Optimization exercise on an open flow, not production practice. RTL: at most simulated, not proved equivalent. Power: default activity.

==> design/flow/config.mk <==
export PLATFORM = sky130hd
export DESIGN_NAME = core_top
export DESIGN_NICKNAME = core_top
export VERILOG_FILES = /design/flow/design.v
export SDC_FILE = /design/flow/constraint.sdc
export NUM_CORES = 4
export LEC_CHECK = 0
export ABC_CLOCK_PERIOD_IN_PS = 2500
export CAP_MARGIN = 20
export CORE_MARGIN = 2
export CORE_UTILIZATION = 30
export SETUP_SLACK_MARGIN = 5
export SLEW_MARGIN = 20
==> design/flow/constraint.sdc <==
create_clock -name core_clock -period 8.0 [get_ports {CLK}]
set_input_delay 1.6000 -clock core_clock [delete_from_list [all_inputs] [get_ports {CLK}]]
set_output_delay 1.6000 -clock core_clock [all_outputs]
set_load 0.01 [all_outputs]
==> design/flow/design.v <==
`timescale 1ns/1ns
module core_top #(
  parameter logic [31:0] RESET_PC = '0
) (
  input  logic        CLK,
  input  logic        RST_N,
  input  logic [31:0] i_imem_data,
  output logic [31:0] o_imem_addr,
  input  logic [31:0] i_dmem_rdata,
  output logic [31:0] o_dmem_addr,
  output logic [31:0] o_dmem_wdata,
  output logic        o_dmem_we
);
  localparam logic [6:0] OPC_LUI    = 7'b0110111;
  localparam logic [6:0] OPC_AUIPC  = 7'b0010111;
  localparam logic [6:0] OPC_JAL    = 7'b1101111;
  localparam logic [6:0] OPC_JALR   = 7'b1100111;
  localparam logic [6:0] OPC_BRANCH = 7'b1100011;
  localparam logic [6:0] OPC_LOAD   = 7'b0000011;
  localparam logic [6:0] OPC_STORE  = 7'b0100011;
  localparam logic [6:0] OPC_OP_IMM = 7'b0010011;
  localparam logic [6:0] OPC_OP     = 7'b0110011;
  localparam int NB = 4;    
  logic [31:0] pc_f;
  logic        v_d;
  logic [31:0] ir_d;
  logic [31:0] pc_d;
  logic        hitok_d;      
  logic        pt_d;         
  logic        static_d;     
  logic        jal_d;
  logic [31:0] tgtb_d;       
  logic [31:0] tgtj_d;       
  logic [31:0] pc4_d;
  logic          bv   [NB];
  logic [31:2]   btag [NB];
  logic [31:0]   btgt [NB];
  logic [31:0]   bw   [NB];
  logic [1:0]    bc   [NB];
  logic [1:0]    bptr;      
  logic          u_v;
  logic          u_tk;
  logic [31:0]   u_pc;
  logic [31:0]   u_tgt;
  logic [31:0]   u_ir;
  logic        wr_e;         
  logic [4:0]  rd_e;
  logic        ld_e;
  logic        sw_e;
  logic        br_e;         
  logic        jalr_e;
  logic        jal_e;
  logic        pred_e;       
  logic [5:0]  cond_e;       
  logic [5:0]  mcond_e;      
  logic        sub_e;
  logic        sra_e;
  logic        add_e;        
  logic [7:0]  rsel_e;       
  logic [31:0] a_e, b_e, bx_e, s_e;
  logic        fa_e, fb_e, fs_e;
  logic [6:0]  vs_e;         
  logic [31:0] tgt_e;
  logic [31:0] pc4_e;
  logic [31:0] pc_e;
  logic [31:0] ir_e;
  logic        wr_m;
  logic [4:0]  rd_m;
  logic        ld_m;
  logic        sw_m;
  logic [31:0] res_m;
  logic [31:0] st_m;
  logic [31:0] regs [1:31];
  logic [31:0] wb_val;
  assign wb_val = ld_m ? i_dmem_rdata : res_m;
  assign o_dmem_addr  = res_m;
  assign o_dmem_wdata = st_m;
  assign o_dmem_we    = sw_m;
  always_ff @(posedge CLK) begin
    if (!RST_N) begin
      for (int i = 1; i < 32; i++) regs[i] <= '0;
    end else if (wr_m) begin
      regs[rd_m] <= wb_val;
    end
  end
  logic [6:0] opc;
  logic [2:0] f3;
  logic [6:0] f7;
  logic [4:0] rs1, rs2, rd;
  assign opc = ir_d[6:0];
  assign f3  = ir_d[14:12];
  assign f7  = ir_d[31:25];
  assign rs1 = ir_d[19:15];
  assign rs2 = ir_d[24:20];
  assign rd  = ir_d[11:7];
  logic is_lui, is_auipc, is_jal, is_jalr, is_br, is_lw, is_sw, is_opi, is_op;
  assign is_lui   = opc == OPC_LUI;
  assign is_auipc = opc == OPC_AUIPC;
  assign is_jal   = opc == OPC_JAL;
  assign is_jalr  = opc == OPC_JALR;
  assign is_br    = opc == OPC_BRANCH && f3[2:1] != 2'b01;
  assign is_lw    = opc == OPC_LOAD && f3 == 3'b010;
  assign is_sw    = opc == OPC_STORE && f3 == 3'b010;
  assign is_opi   = opc == OPC_OP_IMM;
  assign is_op    = opc == OPC_OP && (f7 == 7'b0000000 || f7 == 7'b0100000);
  logic writes_d, use1_d, use2_d;
  assign writes_d = (is_lui | is_auipc | is_jal | is_jalr | is_lw | is_opi | is_op) && rd != 5'd0;
  assign use1_d   = is_jalr | is_br | is_lw | is_sw | is_opi | is_op;
  assign use2_d   = is_br | is_sw | is_op;
  logic [31:0] imm_i, imm_s, imm_b, imm_u, imm_j;
  assign imm_i = {{20{ir_d[31]}}, ir_d[31:20]};
  assign imm_s = {{20{ir_d[31]}}, ir_d[31:25], ir_d[11:7]};
  assign imm_b = {{19{ir_d[31]}}, ir_d[31], ir_d[7], ir_d[30:25], ir_d[11:8], 1'b0};
  assign imm_u = {ir_d[31:12], 12'b0};
  assign imm_j = {{11{ir_d[31]}}, ir_d[31], ir_d[19:12], ir_d[20], ir_d[30:21], 1'b0};
  logic [31:0] imm_d;
  always_comb begin
    if (is_sw)                  imm_d = imm_s;
    else if (is_lui | is_auipc) imm_d = imm_u;
    else                        imm_d = imm_i;
  end
  logic       sub_d, sra_d, add_d;
  logic [7:0] rsel_d;
  always_comb begin
    sub_d  = 1'b0;
    sra_d  = 1'b0;
    add_d  = 1'b0;
    rsel_d = '0;
    if (is_jal | is_jalr) begin
      rsel_d = 8'b10000000;
    end else if (is_opi | is_op) begin
      case (f3)
        3'b000: begin
          add_d = 1'b1;
          sub_d = is_op && f7 == 7'b0100000;
        end
        3'b001: rsel_d = 8'b00000001;
        3'b010: rsel_d = 8'b00000100;
        3'b011: rsel_d = 8'b00001000;
        3'b100: rsel_d = 8'b00010000;
        3'b101: begin
          rsel_d = 8'b00000010;
          sra_d  = f7 == 7'b0100000;
        end
        3'b110: rsel_d = 8'b00100000;
        default: rsel_d = 8'b01000000;
      endcase
    end else begin
      add_d = 1'b1;
    end
  end
  logic [5:0] cond_d, ncond_d;
  always_comb begin
    case (f3)
      3'b000:  cond_d = 6'b000001;
      3'b001:  cond_d = 6'b000010;
      3'b100:  cond_d = 6'b000100;
      3'b101:  cond_d = 6'b001000;
      3'b110:  cond_d = 6'b010000;
      default: cond_d = 6'b100000;
    endcase
  end
  assign ncond_d = {cond_d[4], cond_d[5], cond_d[2], cond_d[3], cond_d[0], cond_d[1]};
  logic [31:0] rf1, rf2, rv1, rv2;
  assign rf1 = (rs1 == 5'd0) ? 32'd0 : regs[rs1];
  assign rf2 = (rs2 == 5'd0) ? 32'd0 : regs[rs2];
  assign rv1 = (wr_m && rd_m == rs1) ? wb_val : rf1;
  assign rv2 = (wr_m && rd_m == rs2) ? wb_val : rf2;
  logic fwd1, fwd2;
  assign fwd1 = wr_e && rd_e == rs1;
  assign fwd2 = wr_e && rd_e == rs2;
  logic [31:0] tgt_d, id_pc;
  logic        pred_d, id_jump;
  assign tgt_d    = jal_d ? tgtj_d : tgtb_d;
  assign pred_d   = hitok_d ? pt_d : static_d;
  assign id_jump  = v_d && !hitok_d && (static_d || pt_d);
  assign id_pc    = static_d ? tgt_d : pc4_d;
  logic fa_d, fb_d;
  assign fa_d = fwd1 && !is_lui && !is_auipc;
  assign fb_d = fwd2 && (is_op | is_br);
  logic [31:0] a, b, s;
  logic [31:0] ldv;
  assign ldv = i_dmem_rdata;
  assign a = fa_e ? wb_val : a_e;
  assign b = fb_e ? wb_val : b_e;
  assign s = fs_e ? wb_val : s_e;
  logic [31:0] s00, s10, s01a, s01s, s11, sl0, sl1a, sl1s, sll2, sum;
  assign s00  = a_e + bx_e + {31'd0, sub_e};
  assign s10  = res_m + bx_e + {31'd0, sub_e};
  assign s01a = a_e + res_m;
  assign s01s = a_e - res_m;
  assign s11  = sub_e ? 32'd0 : {res_m[30:0], 1'b0};
  assign sl0  = ldv + bx_e + {31'd0, sub_e};
  assign sl1a = a_e + ldv;
  assign sl1s = a_e - ldv;
  assign sll2 = sub_e ? 32'd0 : {ldv[30:0], 1'b0};
  assign sum  = ({32{vs_e[0]}} & s00) | ({32{vs_e[1]}} & s10) |
                ({32{vs_e[2]}} & (sub_e ? s01s : s01a)) | ({32{vs_e[3]}} & s11) |
                ({32{vs_e[4]}} & sl0) | ({32{vs_e[5]}} & (sub_e ? sl1s : sl1a)) |
                ({32{vs_e[6]}} & sll2);
  logic [2:0] c00, c10, c01, c11, cl0, cl1;
  assign c00 = {a_e == b_e, $signed(a_e) < $signed(b_e), a_e < b_e};
  assign c10 = {res_m == b_e, $signed(res_m) < $signed(b_e), res_m < b_e};
  assign c01 = {a_e == res_m, $signed(a_e) < $signed(res_m), a_e < res_m};
  assign c11 = 3'b100;
  assign cl0 = {ldv == b_e, $signed(ldv) < $signed(b_e), ldv < b_e};
  assign cl1 = {a_e == ldv, $signed(a_e) < $signed(ldv), a_e < ldv};
  function automatic logic cond_hit(input logic [5:0] c, input logic [2:0] f);
    cond_hit = (c[0] & f[2]) | (c[1] & ~f[2]) | (c[2] & f[1]) |
           (c[3] & ~f[1]) | (c[4] & f[0]) | (c[5] & ~f[0]);
  endfunction
  logic [2:0] cmp;
  assign cmp = ({3{vs_e[0]}} & c00) | ({3{vs_e[1]}} & c10) |
               ({3{vs_e[2]}} & c01) | ({3{vs_e[3] | vs_e[6]}} & c11) |
               ({3{vs_e[4]}} & cl0) | ({3{vs_e[5]}} & cl1);
  logic taken, mispredict;
  assign taken      = (vs_e[0] & cond_hit(cond_e, c00)) | (vs_e[1] & cond_hit(cond_e, c10)) |
                      (vs_e[2] & cond_hit(cond_e, c01)) |
                      ((vs_e[3] | vs_e[6]) & cond_hit(cond_e, c11)) |
                      (vs_e[4] & cond_hit(cond_e, cl0)) | (vs_e[5] & cond_hit(cond_e, cl1));
  assign mispredict = (vs_e[0] & cond_hit(mcond_e, c00)) | (vs_e[1] & cond_hit(mcond_e, c10)) |
                      (vs_e[2] & cond_hit(mcond_e, c01)) |
                      ((vs_e[3] | vs_e[6]) & cond_hit(mcond_e, c11)) |
                      (vs_e[4] & cond_hit(mcond_e, cl0)) | (vs_e[5] & cond_hit(mcond_e, cl1));
  logic [31:0] sll_v, sr_v;
  assign sll_v = a << b[4:0];
  assign sr_v  = 32'($signed({sra_e & a[31], a}) >>> b[4:0]);
  logic [31:0] other;
  assign other = ({32{rsel_e[0]}} & sll_v)
               | ({32{rsel_e[1]}} & sr_v)
               | ({32{rsel_e[2]}} & {31'd0, cmp[1]})
               | ({32{rsel_e[3]}} & {31'd0, cmp[0]})
               | ({32{rsel_e[4]}} & (a ^ b))
               | ({32{rsel_e[5]}} & (a | b))
               | ({32{rsel_e[6]}} & (a & b))
               | ({32{rsel_e[7]}} & pc4_e);
  logic [31:0] res_e;
  assign res_e = add_e ? sum : other;
  logic        redirect;
  logic [31:0] redirect_pc;
  assign redirect    = jalr_e || mispredict;
  assign redirect_pc = jalr_e ? {sum[31:1], 1'b0} : (pred_e ? pc4_e : tgt_e);
  assign o_imem_addr = {2'b00, pc_f[31:2]};
  logic [NB-1:0] hit_f;
  logic [31:0]   btgt_f, bw_f;
  logic [1:0]    bc_f;
  logic          pt_f;
  always_comb begin
    btgt_f = '0;
    bw_f   = '0;
    bc_f   = '0;
    for (int i = 0; i < NB; i++) begin
      hit_f[i] = bv[i] && btag[i] == pc_f[31:2];
      btgt_f   = btgt_f | ({32{hit_f[i]}} & btgt[i]);
      bw_f     = bw_f | ({32{hit_f[i]}} & bw[i]);
      bc_f     = bc_f | ({2{hit_f[i]}} & bc[i]);
    end
  end
  assign pt_f = |hit_f && bc_f[1];
  logic [31:0] ib, ij, pc4_f;
  logic        jal_f, sbr_f;
  assign ib    = {{19{i_imem_data[31]}}, i_imem_data[31], i_imem_data[7], i_imem_data[30:25],
                  i_imem_data[11:8], 1'b0};
  assign ij    = {{11{i_imem_data[31]}}, i_imem_data[31], i_imem_data[19:12], i_imem_data[20],
                  i_imem_data[30:21], 1'b0};
  assign pc4_f = pc_f + 32'd4;
  assign jal_f = i_imem_data[6:0] == OPC_JAL;
  assign sbr_f = i_imem_data[6:0] == OPC_BRANCH && i_imem_data[14:13] != 2'b01 && i_imem_data[31];
  always_ff @(posedge CLK) begin
    if (!RST_N) begin
      pc_f <= RESET_PC;
      v_d  <= 1'b0;
    end else if (redirect) begin
      pc_f <= redirect_pc;
      v_d  <= 1'b0;
    end else begin
      pc_f <= id_jump ? id_pc : (pt_f ? btgt_f : pc4_f);
      v_d  <= !id_jump;
    end
  end
  always_ff @(posedge CLK) begin
    ir_d     <= i_imem_data;
    pc_d     <= pc_f;
    pc4_d    <= pc4_f;
    tgtb_d   <= pc_f + ib;
    tgtj_d   <= pc_f + ij;
    jal_d    <= jal_f;
    static_d <= jal_f | sbr_f;
    hitok_d  <= |hit_f && bw_f == i_imem_data;
    pt_d     <= pt_f;
  end
  logic          tk_e;
  assign tk_e = jal_e | taken;
  always_ff @(posedge CLK) begin
    if (!RST_N) begin
      u_v <= 1'b0;
    end else begin
      u_v <= br_e | jal_e;
    end
  end
  always_ff @(posedge CLK) begin
    u_tk  <= tk_e;
    u_pc  <= pc_e;
    u_tgt <= tgt_e;
    u_ir  <= ir_e;
  end
  logic [NB-1:0] hit_u;
  always_comb begin
    for (int i = 0; i < NB; i++) hit_u[i] = bv[i] && btag[i] == u_pc[31:2];
  end
  logic alloc_u;
  assign alloc_u = u_v && !(|hit_u) && u_tk;
  always_ff @(posedge CLK) begin
    if (!RST_N) begin
      for (int i = 0; i < NB; i++) bv[i] <= 1'b0;
      bptr <= '0;
    end else if (alloc_u) begin
      bv[bptr] <= 1'b1;
      bptr     <= bptr + 1'b1;
    end
  end
  always_ff @(posedge CLK) begin
    if (u_v) begin
      if (|hit_u) begin
        for (int i = 0; i < NB; i++) begin
          if (hit_u[i]) begin
            if (u_tk) bc[i] <= (bc[i] == 2'b11) ? 2'b11 : bc[i] + 2'b01;
            else      bc[i] <= (bc[i] == 2'b00) ? 2'b00 : bc[i] - 2'b01;
          end
        end
      end else if (u_tk) begin
        btag[bptr] <= u_pc[31:2];
        btgt[bptr] <= u_tgt;
        bw[bptr]   <= u_ir;
        bc[bptr]   <= 2'b11;
      end
    end
  end
  always_ff @(posedge CLK) begin
    if (!RST_N || redirect || !v_d) begin
      wr_e    <= 1'b0;
      ld_e    <= 1'b0;
      sw_e    <= 1'b0;
      br_e    <= 1'b0;
      jalr_e  <= 1'b0;
      jal_e   <= 1'b0;
      mcond_e <= '0;
    end else begin
      wr_e    <= writes_d;
      ld_e    <= is_lw;
      sw_e    <= is_sw;
      br_e    <= is_br;
      jalr_e  <= is_jalr;
      jal_e   <= is_jal;
      mcond_e <= is_br ? (pred_d ? ncond_d : cond_d) : 6'b0;
    end
  end
  always_ff @(posedge CLK) begin
    rd_e   <= rd;
    pc_e   <= pc_d;
    ir_e   <= ir_d;
    pred_e <= pred_d;
    cond_e <= cond_d;
    sub_e  <= sub_d;
    sra_e  <= sra_d;
    add_e  <= add_d;
    rsel_e <= rsel_d;
    a_e    <= is_lui ? 32'd0 : (is_auipc ? pc_d : rv1);
    b_e    <= (is_op | is_br) ? rv2 : imm_d;
    bx_e   <= is_op ? (sub_d ? ~rv2 : rv2) : imm_d;
    s_e    <= rv2;
    fa_e   <= fa_d;
    fb_e   <= fb_d;
    fs_e   <= fwd2;
    vs_e   <= {fa_d & fb_d & ld_e, ~fa_d & fb_d & ld_e, fa_d & ~fb_d & ld_e,
               fa_d & fb_d & ~ld_e, ~fa_d & fb_d & ~ld_e, fa_d & ~fb_d & ~ld_e,
               ~fa_d & ~fb_d};
    tgt_e  <= tgt_d;
    pc4_e  <= pc4_d;
  end
  always_ff @(posedge CLK) begin
    if (!RST_N) begin
      wr_m  <= 1'b0;
      ld_m  <= 1'b0;
      sw_m  <= 1'b0;
      rd_m  <= '0;
      res_m <= '0;
      st_m  <= '0;
    end else begin
      wr_m  <= wr_e;
      ld_m  <= ld_e;
      sw_m  <= sw_e;
      rd_m  <= rd_e;
      res_m <= res_e;
      st_m  <= s;
    end
  end
endmodule
==> design/flow/run.sh <==
#!/bin/bash
# synth_recipe.tcl (not shown) runs the flow's synth.tcl, then flattens the netlist and writes it again
# the make line also repeats each setting of config.mk as NAME=value (left out here)
make -C /OpenROAD-flow-scripts/flow DESIGN_CONFIG=/design/flow/config.mk WORK_HOME=/design/flow/orfs CLKGATE_MAP_FILE= SYNTH_SCRIPT=/design/flow/synth_recipe.tcl finish
==> reports/metrics.cfg, run 1 <==
[power]
clkPwrFrac_pct = 33.3
internal_power_mw = 20.9
p_leak_nw = 52.9
p_per_area_mw_per_mm2 = 214
pwr-share-comb_pct = 27.3
swShare_pct = 32.3
seqPwrFrac_pct = 39.4
ir_drop_uv = 182
p_sw_mw = 9.98

[routing]
drt-pass1-iter-count = 9
post-route-drc-count = 0
routed_wirelength_mm = 503
avgRoutedWirePerCell_um = 32.3
drtIter0Drc = 13961
drt.antenna.violating_nets = 0
num_vias = 92192
avgViaCountPerCell = 5.93

[global_route]
grtUsageMet1_pct = 32.1
grtUsageMet2_pct = 37.8
gr-usage-met3_pct = 7.26
grt_start_max_net_pins = 119
globalRoute.totalOverflow = 0
grt_pass1_wl_mm = 679
grt_pass1_vias = 86146
grt_busiest_layer = met2
grt_usage_pct = 25.2
antenna_found_initial = 31

[finish]
fin_nets = 10910
drive_gt1_share_pct = 30.6
synthToLayoutAreaGrowth_pct = 28.8

[clock_network]
clock_latency_ns = 0.93
h-tree-depth = 4
hold_buffers = 0
cts_buffers = 213
cts_tree = built
ctsRootBufferMaster = clkbuf_16
cts_sinks = 2069
path_clk_slew_ns = 0.06
ctsLongestPathBuffers = 4

[die]
start_util_pct = 30.1
die_width_um = 616
fp.dieArea_mm2 = 0.379
core_area_mm2 = 0.372
io_pins = 163
die_h_um = 616
rows = 224

[sta]
setup_viol = 0
skew_ns = 0.0961
slew_headroom_pct = 22.7
hold_viol_final = 0
worst_pin_slew_ns = 1.16
tns_ns = 0
fin_hold_ws_ns = 0.304
fin_crit_sh_pct = 51.8
slew_violations = 0
rsz0062_at_grt = true
finalCriticalPeriod_ns = 4.15
fmax_mhz = 241

[critical_path]
path_cells = buf_12 > buf_6 > ha_4 > inv_2 > fa_2 > a211oi_2 > o21ai_2 > o21ai_2 > a31o_4 > a31oi_4 > or2_4 > mux2i_2 > a31oi_2 > a211oi_4 > buf_12 > buf_12 > buf_12 > buf_16 > nand2_2 > a21oi_2
crit_family = compound AO/OA/AOI/OAI gates
cp_data_required_time_ns = 8.81
max_stage_delay_ns = 0.34
critical_path_class = input pin to flop
path_depth = 20
reg2reg_depth = 17
endpoint_kind = flop
cp-startpoint = i_dmem_rdata[0]
r2r-start = a_e[31]
crit_path_max_fanout = 5
arrival_ns = 4.96
crit_buf_inv = 7
start_kind = input pin
path_common_cell = buf_12
critPathSlowestCell = fa_2

[flow_run]
drv_cap = 0

[min_path]
hp-class = flop to flop
hold_depth = 0
hold_start = pc4_d[29]

[placed_design]
gp_congestion = 1.05
placement.io_buffers = 160
dp_hpwl_mm = 312

[synthesis]
synth_cells = 9769
synth.most_common_cell = nor2_1
synthTopCellsByArea = edfxtp_1, mux4_2, dfxtp_1
synth_top_cells_by_count = nor2_1, edfxtp_1, dfxtp_1, mux4_2, clkbuf_1
syn_avg_cell_area_um2 = 11.5
async_flop_share_pct = 0
yosysWarnings = 1
syn-cell-area_mm2 = 0.112
synth-edff-count = 1401
synth_ff_type = edfxtp_1
ys_ff_latch = 2069
synth_top_area_share_pct = 37.5
synth_seq_area_share_pct = 49.4
ys_types = 96
synth_top_cell_by_area = edfxtp_1

[run_status]
status = timing/DRC/antenna clean

[through the flow]
stage	cell area [µm²]	power [mW]	setup WS, ns	cells	util, %
finish	144000	30.9	3.85	15558	38.8
global route	144000	31.5	3.80	15549	38.8
CTS	140000	30.1	3.84	15345	37.7
detailed placement	121000	18.6	1.62	14410	32.5
global placement	121000	18.6	1.68	14408	32.5
floorplan	114000	16.0	3.54	9770	-
[cells by family (layout without fill, tap and decap cells)]
group	Yosys count	count (layout)	share of synthesized area, %
AO/OA/AOI/OAI	1918	1918	11.5
adder cells (fa/ha/maj)	437	437	4.95
other	1	15	0.00334
flip-flops	2069	2069	49.4
buffers and inverters	1133	1916	3.87
AND/OR/NAND/NOR	2751	2771	10.9
XOR/XNOR	541	541	4.22
multiplexers	919	919	15.0
[cell usage in the layout, fill, tap and decap left out, drive strengths merged, types with 36 or more instances in the layout]
cell type  count
a211oi       136
a21o         146
a21oi        476
a221oi        65
a222oi        53
a22o          44
a22oi         80
a31oi         68
and2          43
buf         1097
clkbuf       317
clkinv        61
dfxtp        668
edfxtp      1401
ha           425
inv          375
mux2          50
mux2i        261
mux4         608
nand2        465
nand2b        94
nand3        103
nand3b        38
nand4        113
nor2        1506
nor2b         77
nor3         105
nor4          91
o211ai       106
o21a          36
o21ai        331
o21bai        38
o22ai         36
xnor2        292
xor2         249
[registers in the layout, indices dropped and copies added, names as in the netlist, 31 cells and up]
name / flops
a_e: 32
b_e: 32
tgtj_d: 31
bx_e: 32
u_tgt: 32
ir_e: 32
btag: 120
pc4_d: 32
res_m: 32
regs: 1024
s_e: 32
ir_d: 32
tgt_e: 32
pc_e: 32
u_ir: 32
tgtb_d: 31
btgt: 128
pc_f: 32
bw: 128
st_m: 32
[power by group through the flow]
| stage | sequential, mW | clock [mW] | combinational [mW] |
|---|---|---|---|
| finish | 12.2 | 10.3 | 8.43 |
| global placement | 12.5 | 0 | 6.12 |
| global route | 12.2 | 10.7 | 8.66 |
| CTS | 12.2 | 10.3 | 7.65 |
| floorplan | 12.2 | 0 | 3.71 |
| detailed placement | 12.5 | 0 | 6.11 |
[path summary, 6_finish.rpt]
path | endpoint | slack [ns]
setup reg to reg | pc_f[13] | 3.90
hold reg to reg | pc4_e[29] | 0.30
hold / removal | pc4_e[29] | 0.30
setup / recovery | pc_f[13] | 3.85
[metal layers]
layer	wire length, µm	up-vias
met5	189	-
met4	38100	28
met3	65500	1470
met2	217000	6563
met1	182000	46253
li1	-	37878
[final cells by class]
| class | count | area (µm²) |
|---|---|---|
| Antenna cell | 13 | 32.5 |
| Clock buffer | 291 | 5960 |
| Clock inverter | 90 | 1010 |
| Fill cell | 35150 | 228000 |
| Inverter | 380 | 1510 |
| Multi-Input combinational cell | 6588 | 59700 |
| Sequential cell | 2069 | 55800 |
| Tap cell | 4972 | 6220 |
| Timing Repair Buffer | 1153 | 14200 |
| Timing Repair inverter | 2 | 15.0 |
[what timing repair did]
item                                    in CTS  in global routing
endpoints found under the setup margin    1889                741
pin swaps                                  333                259
buffers inserted                           482                173
gates resized for setup                   2076                508
gates cloned                                72                 26
[worst register-to-register path: cells and delay by family, from the launching register on]
kind / cells / cell delay (ns)
adder cells (fa/ha/maj): 1 / 0.33
flip-flops: 1 / 0.31
AND/OR/NAND/NOR: 5 / 1.19
multiplexers: 1 / 0.34
AO/OA/AOI/OAI: 5 / 1.05
buffers and inverters: 5 / 0.78
Testbench counts, summed over its fixed seeds: cycles 168,137.
==> run 2, diff against run 1 <==
--- a/design/flow/design.v
+++ b/design/flow/design.v
@@ -54,2 +54,3 @@
   logic [5:0]  cond_e;       
+  logic [1:0]  meq_e;        
   logic [5:0]  mcond_e;      
@@ -72,2 +73,4 @@
   logic [31:0] st_m;
+  logic        rd_mr;        
+  logic [31:0] rpc_m;
   logic [31:0] regs [1:31];
@@ -215,3 +218,8 @@
                ({3{vs_e[4]}} & cl0) | ({3{vs_e[5]}} & cl1);
-  logic taken, mispredict;
+  logic [5:0] eqv;
+  assign eqv = {cl1[2], cl0[2], c11[2], c01[2], c10[2], c00[2]};
+  logic eq_sel;
+  assign eq_sel = |(eqv & {vs_e[5], vs_e[4], vs_e[3] | vs_e[6], vs_e[2], vs_e[1], vs_e[0]});
+  logic taken, mispredict, mis_eq;
+  assign mis_eq = (meq_e[0] & eq_sel) | (meq_e[1] & ~eq_sel);
   assign taken      = (vs_e[0] & cond_hit(cond_e, c00)) | (vs_e[1] & cond_hit(cond_e, c10)) |
@@ -238,6 +246,8 @@
   assign res_e = add_e ? sum : other;
-  logic        redirect;
-  logic [31:0] redirect_pc;
-  assign redirect    = jalr_e || mispredict;
-  assign redirect_pc = jalr_e ? {sum[31:1], 1'b0} : (pred_e ? pc4_e : tgt_e);
+  logic        redirect, redirect_e;
+  logic [31:0] redirect_pc, rpc_e;
+  assign redirect_e  = mis_eq && !rd_mr;
+  assign rpc_e       = pred_e ? pc4_e : tgt_e;
+  assign redirect    = redirect_e || rd_mr;
+  assign redirect_pc = redirect_e ? rpc_e : rpc_m;
   assign o_imem_addr = {2'b00, pc_f[31:2]};
@@ -297,3 +307,3 @@
     end else begin
-      u_v <= br_e | jal_e;
+      u_v <= (br_e | jal_e) & !rd_mr;
     end
@@ -346,2 +356,3 @@
       jal_e   <= 1'b0;
+      meq_e   <= '0;
       mcond_e <= '0;
@@ -354,3 +365,4 @@
       jal_e   <= is_jal;
-      mcond_e <= is_br ? (pred_d ? ncond_d : cond_d) : 6'b0;
+      meq_e   <= (is_br && !f3[2]) ? ((pred_d ^ f3[0]) ? 2'b10 : 2'b01) : 2'b00;
+      mcond_e <= (is_br && f3[2]) ? (pred_d ? ncond_d : cond_d) : 6'b0;
     end
@@ -385,2 +397,3 @@
       sw_m  <= 1'b0;
+      rd_mr <= 1'b0;
       rd_m  <= '0;
@@ -389,5 +402,6 @@
     end else begin
-      wr_m  <= wr_e;
-      ld_m  <= ld_e;
-      sw_m  <= sw_e;
+      wr_m  <= wr_e & !rd_mr;
+      ld_m  <= ld_e & !rd_mr;
+      sw_m  <= sw_e & !rd_mr;
+      rd_mr <= (jalr_e | mispredict) & !rd_mr;
       rd_m  <= rd_e;
@@ -397,2 +411,5 @@
   end
+  always_ff @(posedge CLK) begin
+    rpc_m <= jalr_e ? {sum[31:1], 1'b0} : (pred_e ? pc4_e : tgt_e);
+  end
 endmodule
==> run 2 against run 1 <==
Effect of this change:
- still clean
- combinational power rose by 6.5%
- via count fell by 0.49%
- synthesized area rose by 1.3%
- first-iteration DRC count fell by 8.4%
- cell area rose by 0.41%
- utilization fell by 0.28 points
- clock skew fell by 0.034 ns
- cell count rose by 0.19%
- clock power rose by 4%
- sequential share of layout area rose by 0.30 points
- worst setup slack improved by 0.26 ns
- synthesized cell count fell by 0.33%
- critical path type unchanged
- largest cell class unchanged
==> reports/metrics.cfg, run 2 <==
[die]
io_pins = 163  ; unchanged
core_area_mm2 = 0.376  ; was 0.372 mm²
die_width_um = 619  ; was 616 µm
rows = 225  ; was 224
die_h_um = 619  ; was 616 µm
start_util_pct = 30.2  ; was 30.1%
fp.dieArea_mm2 = 0.384  ; was 0.379 mm²

[critical_path]
start_kind = input pin  ; unchanged
path_cells = buf_12 > fa_2 > inv_2 > fa_2 > nor2b_4 > o31ai_4 > a21oi_4 > nor4_4 > o21bai_2 > a2111o_1 > and3_4 > or3_4 > o311a_4 > a21oi_2  ; was buf_12 > buf_6 > ha_4 > inv_2 > fa_2 > a211oi_2 > o21ai_2 > o21ai_2 > a31o_4 > a31oi_4 > or2_4 > mux2i_2 > a31oi_2 > a211oi_4 > buf_12 > buf_12 > buf_12 > buf_16 > nand2_2 > a21oi_2
cp_data_required_time_ns = 8.86  ; was 8.81 ns
crit_family = compound AO/OA/AOI/OAI gates  ; unchanged
cp-startpoint = i_dmem_rdata[0]  ; unchanged
critical_path_class = input pin to flop  ; unchanged
r2r_end = u_tk  ; was pc_f[13]
path_depth = 14  ; was 20
worstSetupEndpoint = res_m[20]  ; was pc_f[13]
endpoint_kind = flop  ; unchanged
r2r-start = b_e[12]  ; was a_e[31]
critPathSlowestCell = a2111o_1  ; was fa_2
max_stage_delay_ns = 0.44  ; was 0.34 ns
arrival_ns = 4.75  ; was 4.96 ns
crit_path_max_fanout = 4  ; was 5
reg2reg_depth = 12  ; was 17
crit_buf_inv = 2  ; was 7
path_common_cell = fa_2  ; was buf_12
r2r_slack_ns = 4.16  ; was 3.90 ns

[placed_design]
dp_hpwl_mm = 305  ; was 312 mm
placement.io_buffers = 160  ; unchanged
gp_congestion = 1.01  ; was 1.05
post-place-ws_ns = 1.97  ; was 1.62 ns

[sta]
skew_ns = 0.0622  ; was 0.0961 ns
tns_ns = 0  ; unchanged
slew_violations = 0  ; unchanged
fmax_mhz = 257  ; was 241 MHz
slew_headroom_pct = 23.8  ; was 22.7%
fin_crit_sh_pct = 48.6  ; was 51.8%
finalCriticalPeriod_ns = 3.88  ; was 4.15 ns
worst_pin_slew_ns = 1.14  ; was 1.16 ns
rsz0062_at_grt = true  ; unchanged
hold_viol_final = 0  ; unchanged
setup_slack_ns = 4.12  ; was 3.85 ns
setup_viol = 0  ; unchanged

[global_route]
antenna_found_initial = 35  ; was 31
grt_usage_pct = 24.7  ; was 25.2%
grt_start_max_net_pins = 69  ; was 119
grt_pass1_vias = 87070  ; was 86146
grt_pass1_wl_mm = 675  ; was 679 mm
globalRoute.totalOverflow = 0  ; unchanged

[finish]
fin_nets = 10889  ; was 10910
largest_reg_flops = 1024  ; unchanged
largestRegisters = regs (1024), btgt (128), bw (128)  ; unchanged
final_util_pct = 38.5  ; was 38.8%
drive_gt1_share_pct = 31.3  ; was 30.6%
top_register = regs  ; unchanged
final_cell_mix = nor2_1, edfxtp_1, mux4_2, buf_4, dfxtp_1  ; was nor2_1, edfxtp_1, mux4_2, dfxtp_1, buf_4
mostFrequentLayoutCell = nor2_1  ; unchanged
synthToLayoutAreaGrowth_pct = 27.7  ; was 28.8%

[run_status]
status = timing/DRC/antenna clean  ; unchanged

[min_path]
hp-class = flop to flop  ; unchanged
hold_depth = 0  ; unchanged

[synthesis]
synth_xor_area_share_pct = 3.94  ; was 4.22%
synth_ff_type = edfxtp_1  ; unchanged
async_flop_share_pct = 0  ; unchanged
synth-compound-area-share_pct = 11.7  ; was 11.5%
syn_avg_cell_area_um2 = 11.7  ; was 11.5 µm²
ys_ff_latch = 2104  ; was 2069
synthTopCellsByArea = edfxtp_1, dfxtp_1, mux4_2  ; was edfxtp_1, mux4_2, dfxtp_1
synth-edff-count = 1401  ; unchanged
synth.most_common_cell = nor2_1  ; unchanged
synth_mux_area_share_pct = 15.7  ; was 15.0%
ys_types = 102  ; was 96
synth_seq_area_share_pct = 49.4  ; about the same
synth_top_cells_by_count = nor2_1, edfxtp_1, dfxtp_1, mux4_2, clkbuf_1  ; unchanged
synth_top_cell_by_area = edfxtp_1  ; unchanged
synth_fa_ha_area_share_pct = 4.89  ; was 4.95%
synth_top_family_by_area = multiplexers  ; unchanged
synth_simple_gate_area_share_pct = 10.3  ; was 10.9%
synth_top_area_share_pct = 37.0  ; was 37.5%
yosysWarnings = 1  ; unchanged
synth_cells = 9737  ; was 9769
syn-cell-area_mm2 = 0.114  ; was 0.112 mm²

[routing]
wl_met2_mm = 222  ; was 217 mm
drtIter0Drc = 12784  ; was 13961
avgViaCountPerCell = 5.89  ; was 5.93
avgRoutedWirePerCell_um = 31.9  ; was 32.3 µm
routed.top_layer = met5  ; unchanged
num_vias = 91743  ; was 92192
post-route-drc-count = 0  ; unchanged
wl_met1_mm = 181  ; was 182 mm
wl_met3_mm = 57.4  ; was 65.5 mm
drt.antenna.violating_nets = 0  ; unchanged
drt-pass1-iter-count = 12  ; was 9
routed_wirelength_mm = 498  ; was 503 mm

[clock_network]
hold_buffers = 0  ; unchanged
cts_sinks = 2104  ; was 2069
clock_latency_ns = 0.94  ; was 0.93 ns
h-tree-depth = 4  ; unchanged
cts_tree = built  ; unchanged
path_clk_slew_ns = 0.06  ; about the same
ctsLongestPathBuffers = 4  ; unchanged
cts_buffers = 228  ; was 213
ctsRootBufferMaster = clkbuf_16  ; unchanged

[flow_run]
drv_cap = 0  ; unchanged

[power]
p_leak_nw = 53.4  ; was 52.9 nW
p_per_area_mw_per_mm2 = 224  ; was 214 mW/mm²
ir_drop_uv = 187  ; was 182 µV

==> run 2: cell types whose count changed after synthesis, sizes merged, moves of 42 or more <==
cell and delta:
buf +60, clkbuf -62, nor2 -74, mux2i +54
xnor2 +42, xor2 -72, nand2 -51
==> run 2: metal layers <==
layer  global-route usage, %  vias to the layer above
li1                        -                    37984
met1                    30.6                    46292
met2                    38.5                     6124
met3                    5.97                     1337
met4                    15.9                        6
met5                       0                        -
==> run 2: worst min path at each step <==
stage,end,slack [ns],from
detailed placement,u_pc[13],0.31,pc_e[13]
CTS,u_pc[22],0.32,pc_e[22]
floorplan,u_pc[10],0.31,pc_e[10]
finish,u_ir[3],0.32,ir_e[3]
global route,u_pc[16],0.32,pc_e[16]
global placement,u_ir[16],0.31,ir_e[16]
==> run 2: cell families after synthesis <==
kind of cell	Yosys count
AND/OR/NAND/NOR	2615
flip-flops	2104
AO/OA/AOI/OAI	1941
buffers and inverters	1120
multiplexers	1008
XOR/XNOR	511
adder cells (fa/ha/maj)	437
other	1
==> run 2: where the power goes <==
group | internal, mW | leakage (nW) | switching [mW]
logic | 3.67 | 29.8 | 5.31
registers | 12.2 | 19.9 | 0.562
clock network | 6.07 | 3.65 | 4.66
==> run 2: worst reg2reg max path, cell delays in order (launching register included) <==
cell      delay (ns)
dfxtp_1         0.58
inv_1           0.18
ha_1            0.31
nand2_1         0.10
nor4_2          0.46
o21ai_0         0.21
o21ai_1         0.45
a21oi_2         0.22
buf_4           0.20
nand2_1         0.05
o21ai_0         0.14
a2111o_1        0.46
a2111o_1        0.35
==> run 2: stage by stage <==
step           hold WS [ns]  total power, mW  cells  cell area, µm²
2_1_floorplan         0.310             16.9   9740          116000
3_3_place_gp          0.311             19.5  14417          123000
3_5_place_dp          0.312             19.6  14419          123000
4_1_cts               0.322             31.9  15362          141000
5_1_grt               0.324             33.3  15580          145000
6_report              0.316             32.5  15587          145000
==> run 2: area by class of cell <==
type | count | area [µm²]
timing repair inverter | 6 | 51.3
tap | 4994 | 6250
clock buffer | 307 | 6370
inverter | 369 | 1500
clock inverter | 115 | 1080
fill | 35527 | 231000
multi-input combinational | 6526 | 59800
timing repair buffer | 1151 | 13600
antenna | 15 | 37.5
sequential | 2104 | 56500
==> run 2: what timing repair did <==
item,in CTS,in global routing
resized for setup,1989,499
endpoints found under the setup margin,1791,759
pin swaps,277,242
setup buffers,466,186
cloned,55,24
hold endpoints to repair,0,0
Testbench counts of run 2, summed over its fixed seeds: cycles 172,196.
==> run 3, diff against run 2 <==
--- a/design/flow/design.v
+++ b/design/flow/design.v
@@ -35,3 +35,3 @@
   logic          bv   [NB];
-  logic [31:2]   btag [NB];
+  logic [31:0]   btag [NB];
   logic [31:0]   btgt [NB];
@@ -74,3 +74,5 @@
   logic        rd_mr;        
-  logic [31:0] rpc_m;
+  logic [31:0] rpc_m;        
+  logic        jr_m;         
+  logic [31:0] ja_m, jb_m;   
   logic [31:0] regs [1:31];
@@ -222,8 +224,4 @@
   assign eq_sel = |(eqv & {vs_e[5], vs_e[4], vs_e[3] | vs_e[6], vs_e[2], vs_e[1], vs_e[0]});
-  logic taken, mispredict, mis_eq;
+  logic mispredict, mis_eq;
   assign mis_eq = (meq_e[0] & eq_sel) | (meq_e[1] & ~eq_sel);
-  assign taken      = (vs_e[0] & cond_hit(cond_e, c00)) | (vs_e[1] & cond_hit(cond_e, c10)) |
-                      (vs_e[2] & cond_hit(cond_e, c01)) |
-                      ((vs_e[3] | vs_e[6]) & cond_hit(cond_e, c11)) |
-                      (vs_e[4] & cond_hit(cond_e, cl0)) | (vs_e[5] & cond_hit(cond_e, cl1));
   assign mispredict = (vs_e[0] & cond_hit(mcond_e, c00)) | (vs_e[1] & cond_hit(mcond_e, c10)) |
@@ -251,6 +249,9 @@
   assign redirect    = redirect_e || rd_mr;
-  assign redirect_pc = redirect_e ? rpc_e : rpc_m;
+  logic [31:0] jt_m;
+  assign jt_m        = ja_m + jb_m;
+  assign redirect_pc = redirect_e ? rpc_e : (jr_m ? {jt_m[31:1], 1'b0} : rpc_m);
   assign o_imem_addr = {2'b00, pc_f[31:2]};
   logic [NB-1:0] hit_f;
-  logic [31:0]   btgt_f, bw_f;
+  logic [31:0]   btgt_f;
+  logic [NB-1:0] wok_f;      
   logic [1:0]    bc_f;
@@ -259,8 +260,7 @@
     btgt_f = '0;
-    bw_f   = '0;
     bc_f   = '0;
     for (int i = 0; i < NB; i++) begin
-      hit_f[i] = bv[i] && btag[i] == pc_f[31:2];
+      hit_f[i] = bv[i] && btag[i] == pc_f;
       btgt_f   = btgt_f | ({32{hit_f[i]}} & btgt[i]);
-      bw_f     = bw_f | ({32{hit_f[i]}} & bw[i]);
+      wok_f[i] = bw[i] == i_imem_data;
       bc_f     = bc_f | ({2{hit_f[i]}} & bc[i]);
@@ -298,3 +298,3 @@
     static_d <= jal_f | sbr_f;
-    hitok_d  <= |hit_f && bw_f == i_imem_data;
+    hitok_d  <= |(hit_f & wok_f);
     pt_d     <= pt_f;
@@ -302,3 +302,3 @@
   logic          tk_e;
-  assign tk_e = jal_e | taken;
+  assign tk_e = jal_e | (pred_e ^ (mis_eq | mispredict));
   always_ff @(posedge CLK) begin
@@ -318,3 +318,3 @@
   always_comb begin
-    for (int i = 0; i < NB; i++) hit_u[i] = bv[i] && btag[i] == u_pc[31:2];
+    for (int i = 0; i < NB; i++) hit_u[i] = bv[i] && btag[i] == u_pc;
   end
@@ -341,3 +341,3 @@
       end else if (u_tk) begin
-        btag[bptr] <= u_pc[31:2];
+        btag[bptr] <= u_pc;
         btgt[bptr] <= u_tgt;
@@ -398,2 +398,3 @@
       rd_mr <= 1'b0;
+      jr_m  <= 1'b0;
       rd_m  <= '0;
@@ -406,2 +407,3 @@
       rd_mr <= (jalr_e | mispredict) & !rd_mr;
+      jr_m  <= jalr_e;
       rd_m  <= rd_e;
@@ -412,3 +414,5 @@
   always_ff @(posedge CLK) begin
-    rpc_m <= jalr_e ? {sum[31:1], 1'b0} : (pred_e ? pc4_e : tgt_e);
+    rpc_m <= pred_e ? pc4_e : tgt_e;
+    ja_m  <= a;
+    jb_m  <= b_e;
   end
==> run 3 against run 2 <==
Effect of this change:
- still clean on timing, DRC and antenna
- total power up 6.3%
- worst setup slack worse by 0.084 ns
- cell count up 4.0%
- sequential share of layout area down 0.23 points
- clock power about the same
- fmax down 2.1%
- critical path depth up 1
- largest cell class unchanged
==> reports/metrics.cfg, run 3 <==
[synthesis]
synth_top_area_share_pct = 36.4  ; was 37.0%
synthTopCellsByArea = edfxtp_1, dfxtp_1, mux4_2  ; unchanged
syn-cell-area_mm2 = 0.116  ; was 0.114 mm²
synth.most_common_cell = nor2_1  ; unchanged
synth_top_cell_by_area = edfxtp_1  ; unchanged
synth_top_cells_by_count = nor2_1, edfxtp_1, dfxtp_1, mux4_2, clkbuf_1  ; unchanged
synth_seq_area_share_pct = 49.6  ; was 49.4%
synth-edff-count = 1409  ; was 1401
ys_types = 98  ; was 102
synth_ff_type = edfxtp_1  ; unchanged
syn_avg_cell_area_um2 = 11.5  ; was 11.7 µm²
async_flop_share_pct = 0  ; unchanged
ys_ff_latch = 2173  ; was 2104
synth_cells = 10109  ; was 9737
yosysWarnings = 1  ; unchanged

[power]
ir_drop_uv = 204  ; was 187 µV
p_per_area_mw_per_mm2 = 231  ; was 224 mW/mm²
p_leak_nw = 55.5  ; was 53.4 nW

[critical_path]
arrival_ns = 4.74  ; was 4.75 ns
r2r_slack_ns = 4.08  ; was 4.16 ns
critical_path_class = input pin to flop  ; unchanged
cp_data_required_time_ns = 8.77  ; was 8.86 ns
reg2reg_depth = 15  ; was 12
r2r_end = res_m[30]  ; was u_tk
endpoint_kind = flop  ; unchanged
crit_path_max_fanout = 5  ; was 4
start_kind = input pin  ; unchanged
r2r-start = sub_e  ; was b_e[12]
worstSetupEndpoint = res_m[30]  ; was res_m[20]
cp-startpoint = i_dmem_rdata[0]  ; unchanged

[finish]
fill_cells = 36341  ; was 35527
mostFrequentLayoutCell = nor2_1  ; unchanged
synthToLayoutAreaGrowth_pct = 28.9  ; was 27.7%
fin_nets = 11358  ; was 10889
largest_reg_flops = 1024  ; unchanged
drive_gt1_share_pct = 30.5  ; was 31.3%
top_register = regs  ; unchanged
seq_area_mm2 = 0.0579  ; was 0.0565 mm²
final_cell_mix = nor2_1, edfxtp_1, dfxtp_1, mux4_2, buf_4  ; was nor2_1, edfxtp_1, mux4_2, buf_4, dfxtp_1
multi_input_area_mm2 = 0.0616  ; was 0.0598 mm²

[routing]
avgViaCountPerCell = 5.80  ; was 5.89
drtIter0Drc = 12347  ; was 12784
post-route-drc-count = 0  ; unchanged
drt.antenna.violating_nets = 0  ; unchanged
avgRoutedWirePerCell_um = 32.0  ; was 31.9 µm
drt-pass1-iter-count = 9  ; was 12
num_vias = 93995  ; was 91743
routed_wirelength_mm = 518  ; was 498 mm

[sta]
hold_viol_final = 0  ; unchanged
slew_headroom_pct = 30.9  ; was 23.8%
worst_pin_slew_ns = 1.03  ; was 1.14 ns
setup_viol = 0  ; unchanged
rsz0062_at_grt = true  ; unchanged
setup_slack_ns = 4.03  ; was 4.12 ns
fin_crit_sh_pct = 49.6  ; was 48.6%
finalCriticalPeriod_ns = 3.97  ; was 3.88 ns
tns_ns = 0  ; unchanged
slew_violations = 0  ; unchanged
skew_ns = 0.114  ; was 0.0622 ns
fmax_mhz = 252  ; was 257 MHz

[global_route]
grt_pass1_vias = 89209  ; was 87070
globalRoute.totalOverflow = 0  ; unchanged
grt_usage_pct = 25.2  ; was 24.7%
grt_pass1_wl_mm = 699  ; was 675 mm
antenna_found_initial = 34  ; was 35
grt_start_max_net_pins = 72  ; was 69

[die]
fp.dieArea_mm2 = 0.392  ; was 0.384 mm²
io_pins = 163  ; unchanged
core_area_mm2 = 0.385  ; was 0.376 mm²
start_util_pct = 30.1  ; was 30.2%
die_width_um = 626  ; was 619 µm
die_h_um = 626  ; was 619 µm
rows = 228  ; was 225

[min_path]
hp-class = flop to flop  ; unchanged

[clock_network]
cts_tree = built  ; unchanged
hold_buffers = 0  ; unchanged
path_clk_slew_ns = 0.07  ; was 0.06 ns
ctsRootBufferMaster = clkbuf_16  ; unchanged
ctsLongestPathBuffers = 4  ; unchanged
cts_buffers = 230  ; was 228
clock_latency_ns = 0.97  ; was 0.94 ns
h-tree-depth = 4  ; unchanged
cts_sinks = 2173  ; was 2104

[placed_design]
post-place-ws_ns = 1.73  ; was 1.97 ns
placement.io_buffers = 160  ; unchanged
gp_congestion = 0.990  ; was 1.01
dp_hpwl_mm = 314  ; was 305 mm

[flow_run]
drv_cap = 0  ; unchanged

[run_status]
status = timing/DRC/antenna clean  ; unchanged

[run 3: cell count changes after synthesis, moves of 34 or more]
cell	delta
nor2_1	+68
buf_2	-45
nand2_1	+70
o21ai_0	+87
nor4_1	+37
dfxtp_1	+61
clkbuf_1	+42
a22o_1	-39
xor2_1	+93
a21oi_1	+34
xnor2_1	+75
[run 3: cell type report]
type,count,share of cell area [%]
Multi-Input combinational cell,6864,41.2
Sequential cell,2173,38.7
Timing Repair Buffer,1186,9.73
Clock buffer,299,4.35
Tap cell,5175,4.33
Inverter,368,0.990
Clock inverter,127,0.697
Antenna cell,17,0.0284
Timing Repair inverter,1,0.0134
[run 3: worst max-delay path, stage by stage]
cell	delay (ns)
buf_12	0.12
ha_4	0.16
fa_2	0.36
nor2b_4	0.14
o211ai_1	0.17
buf_4	0.16
a31oi_4	0.10
a21o_4	0.25
a311oi_4	0.40
o21bai_4	0.12
a31oi_2	0.22
nor3_2	0.08
xnor2_1	0.16
a2111o_1	0.37
o311a_1	0.32
[run 3: worst min path at each step]
stage          startpoint  endpoint  slack (ns)  cells after the start
3_5_place_dp     pc_e[22]  u_pc[22]        0.31                      0
2_1_floorplan    pc_e[14]  u_pc[14]        0.31                      0
6_report         tgt_e[1]  u_tgt[1]        0.27                      0
4_1_cts          tgt_e[1]  u_tgt[1]        0.26                      0
5_1_grt          tgt_e[1]  u_tgt[1]        0.28                      0
3_3_place_gp      ir_e[3]   u_ir[3]        0.31                      0
[run 3: through the flow]
| step | utilization, % | std cells | power, mW | hold slack, ns | area [µm²] |
|---|---|---|---|---|---|
| floorplan | - | 10112 | 18.1 | 0.310 | 118000 |
| global placement | 32.6 | 14997 | 21.1 | 0.310 | 126000 |
| detailed placement | 32.6 | 14998 | 21.1 | 0.312 | 126000 |
| CTS | 37.7 | 15961 | 33.8 | 0.263 | 145000 |
| global route | 38.8 | 16202 | 35.4 | 0.280 | 150000 |
| finish | 38.8 | 16210 | 34.5 | 0.270 | 150000 |
[run 3: cell families (layout without fill, tap and decap cells)]
logic type / count (synthesis) / after routing / synth area share [%]
flip-flops: 2173 / 2173 / 49.6
AO/OA/AOI/OAI: 1907 / 1909 / 10.8
other: 1 / 21 / 0.00323
buffers and inverters: 1101 / 1981 / 3.64
adder cells (fa/ha/maj): 468 / 468 / 5.13
AND/OR/NAND/NOR: 2826 / 2850 / 10.9
multiplexers: 954 / 954 / 14.9
XOR/XNOR: 679 / 679 / 5.12
[run 3: timing repair]
action,4_1_cts,5_1_grt
pin swaps,260,240
gates cloned,86,43
setup buffers,451,189
resized for setup,2063,457
endpoints found under the setup margin,1263,1484
[run 3: report_power, final]
group          leakage [nW]  switching [mW]  internal (mW)
registers              20.4           0.729           12.9
clock network          3.72            4.86           6.05
logic                  31.3            5.90           4.12
[run 3: layer usage]
| layer | vias to the layer above | part of all wire [%] | track usage (%) |
|---|---|---|---|
| met5 | - | 0.014 | 0 |
| li1 | 39071 | - | - |
| met4 | 10 | 8.7 | 18.0 |
| met1 | 47200 | 36 | 30.6 |
| met2 | 6141 | 45 | 39.3 |
| met3 | 1573 | 11 | 5.93 |
Testbench counts of run 3, summed over its fixed seeds: cycles 172,196.
==> run 4, diff against run 3 <==
--- a/design/flow/design.v
+++ b/design/flow/design.v
@@ -72,2 +72,3 @@
   logic [31:0] res_m;
+  logic [31:0] resf;         
   logic [31:0] st_m;
@@ -188,11 +189,13 @@
   assign ldv = i_dmem_rdata;
-  assign a = fa_e ? wb_val : a_e;
-  assign b = fb_e ? wb_val : b_e;
-  assign s = fs_e ? wb_val : s_e;
+  logic [31:0] fv;
+  assign fv = ld_m ? ldv : resf;
+  assign a  = fa_e ? fv : a_e;
+  assign b  = fb_e ? fv : b_e;
+  assign s  = fs_e ? fv : s_e;
   logic [31:0] s00, s10, s01a, s01s, s11, sl0, sl1a, sl1s, sll2, sum;
   assign s00  = a_e + bx_e + {31'd0, sub_e};
-  assign s10  = res_m + bx_e + {31'd0, sub_e};
-  assign s01a = a_e + res_m;
-  assign s01s = a_e - res_m;
-  assign s11  = sub_e ? 32'd0 : {res_m[30:0], 1'b0};
+  assign s10  = resf + bx_e + {31'd0, sub_e};
+  assign s01a = a_e + resf;
+  assign s01s = a_e - resf;
+  assign s11  = sub_e ? 32'd0 : {resf[30:0], 1'b0};
   assign sl0  = ldv + bx_e + {31'd0, sub_e};
@@ -207,4 +210,4 @@
   assign c00 = {a_e == b_e, $signed(a_e) < $signed(b_e), a_e < b_e};
-  assign c10 = {res_m == b_e, $signed(res_m) < $signed(b_e), res_m < b_e};
-  assign c01 = {a_e == res_m, $signed(a_e) < $signed(res_m), a_e < res_m};
+  assign c10 = {resf == b_e, $signed(resf) < $signed(b_e), resf < b_e};
+  assign c01 = {a_e == resf, $signed(a_e) < $signed(resf), a_e < resf};
   assign c11 = 3'b100;
@@ -414,2 +417,3 @@
   always_ff @(posedge CLK) begin
+    resf  <= res_e;
     rpc_m <= pred_e ? pc4_e : tgt_e;
==> run 4 against run 3 <==
Effect of this change:
- clock-buffer cell count is 4 lower
- combinational power is 7% higher
- synthesized area is 1.7% higher
- clock skew is 0.019 ns lower
- sequential power hardly changed
- utilization is 0.37 points lower
- total power is 4.2% higher
- critical path depth is 1 lower
- sequential cell count is 32 higher
- die area is 1.7% higher
==> reports/metrics.cfg, run 4 <==
[routing]
post-route-drc-count = 0  ; unchanged
avgViaCountPerCell = 5.78  ; was 5.80
drt.antenna.violating_nets = 0  ; unchanged
avgRoutedWirePerCell_um = 31.5  ; was 32.0 µm
routed_wirelength_mm = 516  ; was 518 mm
drt-pass1-iter-count = 6  ; was 9
drtIter0Drc = 12942  ; was 12347
num_vias = 94515  ; was 93995

[placed_design]
dp_hpwl_mm = 326  ; was 314 mm
post-place-ws_ns = 1.67  ; was 1.73 ns
placed_area_mm2 = 0.128  ; was 0.126 mm²
gp_congestion = 0.978  ; was 0.990
placement.io_buffers = 160  ; unchanged
dp.cells = 15181  ; was 14998

[power]
p_leak_nw = 55.2  ; was 55.5 nW
internal_power_mw = 23.7  ; was 23.0 mW
pwr-share-comb_pct = 29.7  ; was 29.0%
seqPwrFrac_pct = 38.8  ; was 39.4%
swShare_pct = 34.2  ; was 33.3%
clkPwrFrac_pct = 31.5  ; was 31.6%
p_sw_mw = 12.3  ; was 11.5 mW
ir_drop_uv = 209  ; was 204 µV
p_per_area_mw_per_mm2 = 239  ; was 231 mW/mm²
design_power_total_mw = 36.0  ; was 34.5 mW

[critical_path]
r2r_slack_ns = 4.21  ; was 4.08 ns
path_cells = buf_12 > ha_4 > fa_2 > nor2b_4 > o311ai_4 > a21oi_2 > a221oi_2 > o211ai_1 > buf_4 > a311oi_4 > xnor2_1 > nor3_2 > a2111oi_4 > a211oi_2  ; was buf_12 > ha_4 > fa_2 > nor2b_4 > o211ai_1 > buf_4 > a31oi_4 > a21o_4 > a311oi_4 > o21bai_4 > a31oi_2 > nor3_2 > xnor2_1 > a2111o_1 > o311a_1
endpoint_kind = flop  ; unchanged
r2r-start = a_e[1]  ; was sub_e
max_stage_delay_ns = 0.41  ; was 0.40 ns
critical_path_class = input pin to flop  ; unchanged
arrival_ns = 4.70  ; was 4.74 ns
crit_path_max_fanout = 7  ; was 5
critPathSlowestCell = a2111oi_4  ; was a311oi_4
start_kind = input pin  ; unchanged
reg2reg_depth = 14  ; was 15
r2r_end = res_m[30]  ; unchanged
cp_data_required_time_ns = 8.79  ; was 8.77 ns

[clock_network]
ctsLongestPathBuffers = 4  ; unchanged
hold_buffers = 0  ; unchanged
ctsRootBufferMaster = clkbuf_16  ; unchanged
cts_tree = built  ; unchanged
path_clk_slew_ns = 0.07  ; about the same
h-tree-depth = 4  ; unchanged
cts_buffers = 234  ; was 230
cts_sinks = 2205  ; was 2173
clock_latency_ns = 0.97  ; about the same

[sta]
slew_violations = 0  ; unchanged
hold_viol_final = 0  ; unchanged
setup_slack_ns = 4.09  ; was 4.03 ns
fin_crit_sh_pct = 48.8  ; was 49.6%
rsz0062_at_grt = true  ; unchanged
fin_hold_ws_ns = 0.321  ; was 0.270 ns
fmax_mhz = 256  ; was 252 MHz
slew_headroom_pct = 23.6  ; was 30.9%
finalCriticalPeriod_ns = 3.91  ; was 3.97 ns
setup_viol = 0  ; unchanged
tns_ns = 0  ; unchanged
skew_ns = 0.0957  ; was 0.114 ns
worst_pin_slew_ns = 1.15  ; was 1.03 ns

[global_route]
grt_start_max_net_pins = 66  ; was 72
grt_pass1_vias = 89238  ; was 89209
grt_pass1_wl_mm = 698  ; was 699 mm
antenna_found_initial = 18  ; was 34
globalRoute.totalOverflow = 0  ; unchanged
grt_usage_pct = 24.5  ; was 25.2%

[finish]
layout.cells.non_filler = 16354  ; was 16210
postLayoutCellArea_mm2 = 0.151  ; was 0.150 mm²
final_util_pct = 38.5  ; was 38.8%
fin_nets = 11457  ; was 11358
largest_reg_flops = 1024  ; unchanged
final_cell_mix = nor2_1, edfxtp_1, dfxtp_1, buf_4, mux4_2  ; was nor2_1, edfxtp_1, dfxtp_1, mux4_2, buf_4
drive_gt1_share_pct = 29.9  ; was 30.5%
mostFrequentLayoutCell = nor2_1  ; unchanged
synthToLayoutAreaGrowth_pct = 27.8  ; was 28.9%
top_register = regs  ; unchanged

[synthesis]
ys_ff_latch = 2205  ; was 2173
synth_top_cells_by_count = nor2_1, edfxtp_1, dfxtp_1, mux4_2, clkbuf_1  ; unchanged
async_flop_share_pct = 0  ; unchanged
synth_top_area_share_pct = 35.8  ; was 36.4%
synthTopCellsByArea = edfxtp_1, dfxtp_1, mux4_2  ; unchanged
synth-compound-area-share_pct = 10.8  ; about the same
synth_fa_ha_area_share_pct = 5.04  ; was 5.13%
synth_simple_gate_area_share_pct = 10.7  ; was 10.9%
synth_seq_area_share_pct = 49.3  ; was 49.6%
synth-edff-count = 1409  ; unchanged
synth_top_cell_by_area = edfxtp_1  ; unchanged
syn-cell-area_mm2 = 0.118  ; was 0.116 mm²
synth_mux_area_share_pct = 15.6  ; was 14.9%
ys_types = 89  ; was 98
synth_top_family_by_area = multiplexers  ; unchanged
yosysWarnings = 1  ; unchanged
synth_cells = 10247  ; was 10109
synth_ff_type = edfxtp_1  ; unchanged
syn_avg_cell_area_um2 = 11.5  ; about the same
synth_xor_area_share_pct = 4.89  ; was 5.12%
synth.most_common_cell = nor2_1  ; unchanged

[die]
rows = 230  ; was 228
core_area_mm2 = 0.392  ; was 0.385 mm²
fp.dieArea_mm2 = 0.399  ; was 0.392 mm²
die_h_um = 631  ; was 626 µm
io_pins = 163  ; unchanged
start_util_pct = 30.1  ; about the same
die_width_um = 631  ; was 626 µm

[min_path]
hold_depth = 0  ; unchanged
hold_start = pc_e[16]  ; was tgt_e[1]
hp-class = flop to flop  ; unchanged
worstHoldEndpoint = u_pc[16]  ; was u_tgt[1]

[flow_run]
drv_cap = 0  ; unchanged

[run_status]
status = timing/DRC/antenna clean  ; unchanged

==> run 4: changes by cell type in the layout (fill, tap and decap cells not counted), moves of 32 or more <==
cell     previous run  this run
mux2i_1           185       252
o21ai_2            62        28
a21oi_1           389       423
nand4_1           116       160
xnor2_1           386       451
nand2_1           388       343
o21ai_0           240       204
buf_4             583       615
xor2_1            266       178
==> run 4: worst max-delay path, delay by kind of cell <==
kind,cells,cell delay [ns]
adder cells (fa/ha/maj),2,0.55
AND/OR/NAND/NOR,2,0.23
AO/OA/AOI/OAI,7,1.83
buffers and inverters,2,0.30
XOR/XNOR,1,0.18
==> run 4: cell type report <==
type	count	area, µm²
clock buffer	295	6360
antenna	13	32.5
tap	5220	6530
clock inverter	139	1530
multi-input combinational	6943	62800
timing repair buffer	1158	13400
fill	36870	241000
sequential	2205	58600
inverter	376	1500
timing repair inverter	5	35.0
==> run 4: worst max-delay path by stage <==
stage | start | to | slack (ns) | depth (start not counted)
floorplan | i_dmem_rdata[8] | res_m[31] | 3.75 | 12
global placement | i_dmem_rdata[2] | mcond_e[2] | 1.66 | 13
detailed placement | i_dmem_rdata[2] | mcond_e[2] | 1.67 | 13
CTS | i_dmem_rdata[0] | u_tk | 4.17 | 14
global route | i_dmem_rdata[0] | res_m[26] | 4.06 | 14
finish | i_dmem_rdata[0] | res_m[26] | 4.09 | 14
==> run 4: timing repair <==
action | CTS | global route
setup buffers | 440 | 180
gates cloned | 63 | 43
pin swaps | 319 | 264
endpoints found under the setup margin | 894 | 1215
resized for setup | 2001 | 407
==> run 4: per-layer routing <==
| layer | wire length [µm] | GRT usage, % |
|---|---|---|
| met5 | 42 | 0 |
| met2 | 235000 | 39.1 |
| met4 | 39200 | 14.8 |
| met3 | 53000 | 5.15 |
| met1 | 189000 | 30.5 |
==> run 4: power groups by stage <==
stage	registers, mW	clock network (mW)	logic [mW]
2_1_floorplan	13.7	0	5.36
3_3_place_gp	14.1	0	8.54
3_5_place_dp	14.1	0	8.51
4_1_cts	13.9	11.4	9.93
5_1_grt	14.0	11.8	11.2
6_report	13.9	11.3	10.7
==> run 4: kinds of logic after synthesis <==
family	after synthesis
AND/OR/NAND/NOR	2817
flip-flops	2205
AO/OA/AOI/OAI	1905
buffers and inverters	1127
multiplexers	1065
XOR/XNOR	659
adder cells (fa/ha/maj)	468
other	1
Testbench counts of run 4, summed over its fixed seeds: cycles 172,196.
==> run 5, diff against run 4 <==
--- a/design/flow/config.mk
+++ b/design/flow/config.mk
@@ -11,3 +11,3 @@
 export CORE_UTILIZATION = 30
-export SETUP_SLACK_MARGIN = 5
+export SETUP_SLACK_MARGIN = 4.3
 export SLEW_MARGIN = 20
==> run 5 against run 4 <==
Effect of this change:
- hold slack got worse by 0.012 ns
- still clean
- cell count down 2.8%
- register-to-register slack barely moved
- combinational power decreased by about 10%
- largest power group unchanged
- worst setup slack improved by 0.0030 ns
- global-route usage is 1.0 points lower
==> reports/metrics.cfg, run 5 <==
[routing]
drt-pass1-iter-count = 6  ; unchanged
wl_met3_mm = 46.5  ; was 53.0 mm
num_vias = 90720  ; was 94515
drtIter0Drc = 11309  ; was 12942
avgRoutedWirePerCell_um = 30.5  ; was 31.5 µm
routed_wirelength_mm = 485  ; was 516 mm
post-route-drc-count = 0  ; unchanged
avgViaCountPerCell = 5.71  ; was 5.78
wl_met2_mm = 222  ; was 235 mm
routed.top_layer = met5  ; unchanged
wl_met1_mm = 184  ; was 189 mm
drt.antenna.violating_nets = 0  ; unchanged

[sta]
skew_ns = 0.0776  ; was 0.0957 ns
slew_violations = 0  ; unchanged
slew_headroom_pct = 19.1  ; was 23.6%
rsz0062_at_grt = true  ; unchanged
tns_ns = 0  ; unchanged
worst_pin_slew_ns = 1.20  ; was 1.15 ns
setup_viol = 0  ; unchanged
fmax_mhz = 256  ; about the same
fin_crit_sh_pct = 48.8  ; about the same
fin_hold_ws_ns = 0.309  ; was 0.321 ns
hold_viol_final = 0  ; unchanged
finalCriticalPeriod_ns = 3.90  ; was 3.91 ns
setup_slack_ns = 4.10  ; was 4.09 ns

[finish]
postLayoutCellArea_mm2 = 0.141  ; was 0.151 mm²
synthToLayoutAreaGrowth_pct = 19.4  ; was 27.8%
layout.cells.non_filler = 15890  ; was 16354
largest_reg_flops = 1024  ; unchanged
top_register = regs  ; unchanged
mostFrequentLayoutCell = nor2_1  ; unchanged
fill_cells = 38129  ; was 36870
fin_nets = 10995  ; was 11457
final_cell_mix = nor2_1, edfxtp_1, dfxtp_1, mux4_2, xnor2_1  ; was nor2_1, edfxtp_1, dfxtp_1, buf_4, mux4_2
final_util_pct = 35.9  ; was 38.5%
drive_gt1_share_pct = 22.3  ; was 29.9%

[global_route]
globalRoute.totalOverflow = 0  ; unchanged
grt_start_max_net_pins = 113  ; was 66
antenna_found_initial = 33  ; was 18
grt_pass1_vias = 87372  ; was 89238
grt_usage_pct = 23.5  ; was 24.5%
grt_pass1_wl_mm = 673  ; was 698 mm

[synthesis]
yosysWarnings = 1  ; unchanged
synth_top_cells_by_count = nor2_1, edfxtp_1, dfxtp_1, mux4_2, clkbuf_1  ; unchanged
synth_cells = 10247  ; unchanged
synth_top_area_share_pct = 35.8  ; unchanged
synth_seq_area_share_pct = 49.3  ; unchanged
syn-cell-area_mm2 = 0.118  ; unchanged
syn_avg_cell_area_um2 = 11.5  ; unchanged
async_flop_share_pct = 0  ; unchanged
synth_top_cell_by_area = edfxtp_1  ; unchanged
synth_ff_type = edfxtp_1  ; unchanged
ys_ff_latch = 2205  ; unchanged
ys_types = 89  ; unchanged
synth-edff-count = 1409  ; unchanged
synthTopCellsByArea = edfxtp_1, dfxtp_1, mux4_2  ; unchanged
synth.most_common_cell = nor2_1  ; unchanged

[flow_run]
drv_cap = 0  ; unchanged

[power]
clkPwrFrac_pct = 31.9  ; was 31.5%
design_power_total_mw = 34.7  ; was 36.0 mW
p_per_area_mw_per_mm2 = 246  ; was 239 mW/mm²
pwr-share-comb_pct = 27.7  ; was 29.7%
ir_drop_uv = 173  ; was 209 µV
internal_power_mw = 22.9  ; was 23.7 mW
seqPwrFrac_pct = 40.4  ; was 38.8%
swShare_pct = 34.0  ; was 34.2%
p_leak_nw = 51.2  ; was 55.2 nW
p_sw_mw = 11.8  ; was 12.3 mW

[clock_network]
cts_buffers = 232  ; was 234
path_clk_slew_ns = 0.07  ; about the same
clock_latency_ns = 0.96  ; was 0.97 ns
h-tree-depth = 4  ; unchanged
ctsLongestPathBuffers = 4  ; unchanged
cts_sinks = 2205  ; unchanged
cts_tree = built  ; unchanged
ctsRootBufferMaster = clkbuf_16  ; unchanged

[critical_path]
critical_path_class = input pin to flop  ; unchanged
arrival_ns = 4.71  ; was 4.70 ns
start_kind = input pin  ; unchanged
crit_path_max_fanout = 4  ; was 7
endpoint_kind = flop  ; unchanged
cp_data_required_time_ns = 8.81  ; was 8.79 ns

[die]
fp.dieArea_mm2 = 0.399  ; unchanged
die_width_um = 631  ; unchanged
io_pins = 163  ; unchanged
core_area_mm2 = 0.392  ; unchanged
rows = 230  ; unchanged
start_util_pct = 30.1  ; unchanged
die_h_um = 631  ; unchanged

[placed_design]
dp_hpwl_mm = 330  ; was 326 mm
placement.io_buffers = 160  ; unchanged
placed_area_mm2 = 0.127  ; was 0.128 mm²
post-place-ws_ns = 1.83  ; was 1.67 ns
gp_congestion = 0.976  ; was 0.978
dp.cells = 15203  ; was 15181

[run_status]
status = timing/DRC/antenna clean  ; unchanged

[min_path]
hp-class = flop to flop  ; unchanged

-- run 5: cell counts after synthesis --
Identical to the previous run, type by type.
-- run 5: final cells by class --
type	count	area (µm²)	area share, %
well taps	5220	6530	4.63
clock inverters	128	1230	0.875
diodes	10	25.0	0.0178
inverters	376	1500	1.06
flip-flops and latches	2205	58400	41.5
repair inverters	3	22.5	0.0160
repair buffers	724	7100	5.04
multi-input cells	6919	59600	42.3
clock buffers	305	6440	4.57
-- run 5: kinds of logic (layout without fill, tap and decap cells) --
group / Yosys count / count (layout) / share of synthesized area, %
AND/OR/NAND/NOR: 2817 / 2817 / 10.7
flip-flops: 2205 / 2205 / 49.3
AO/OA/AOI/OAI: 1905 / 1906 / 10.8
buffers and inverters: 1127 / 1536 / 3.66
multiplexers: 1065 / 1065 / 15.6
XOR/XNOR: 659 / 659 / 4.89
adder cells (fa/ha/maj): 468 / 468 / 5.04
other: 1 / 14 / 0.00318
-- run 5: worst max-delay path, cell delays in order --
cell,delay (ns)
buf_6,0.09
buf_8,0.13
inv_4,0.05
ha_4,0.20
or3_4,0.33
or3_4,0.40
o21ai_4,0.21
o211ai_1,0.12
buf_4,0.17
a21boi_4,0.19
a211o_1,0.20
buf_4,0.13
buf_6,0.08
buf_6,0.08
buf_6,0.09
a2111oi_4,0.05
or3_1,0.33
nand3_2,0.10
buf_4,0.11
a21oi_1,0.05
-- run 5: power by group through the flow --
stage                     logic (mW)  clock network, mW  registers [mW]
after floorplan                 5.31                  0            13.7
final                           9.62               11.0            14.0
after CTS                       8.99               11.1            14.0
after global placement          8.43                  0            14.2
after global routing            10.1               11.6            14.0
after detailed placement        8.42                  0            14.2
-- run 5: worst paths after layout --
path | from | end | slack, ns | cells after the start
setup / recovery | i_dmem_rdata[7] | resf[29] | 4.10 | 20
hold / removal | ir_e[4] | u_ir[4] | 0.31 | 0
setup reg to reg | resf[2] | res_m[31] | 4.21 | 15
hold reg to reg | ir_e[4] | u_ir[4] | 0.31 | 0
-- run 5: repair_timing --
action	in CTS	in global routing
cloned	15	6
pin swaps	148	129
hold buffers	0	0
setup buffers	143	80
setup endpoints to repair	805	343
hold endpoints to repair	0	0
resized for setup	749	316
-- run 5: metal layers --
layer / up-vias / global-route usage, %
met3: 1251 / 4.83
met4: 22 / 13.1
met1: 45787 / 29.5
li1: 38614 / -
met5: - / 0
met2: 5046 / 37.6
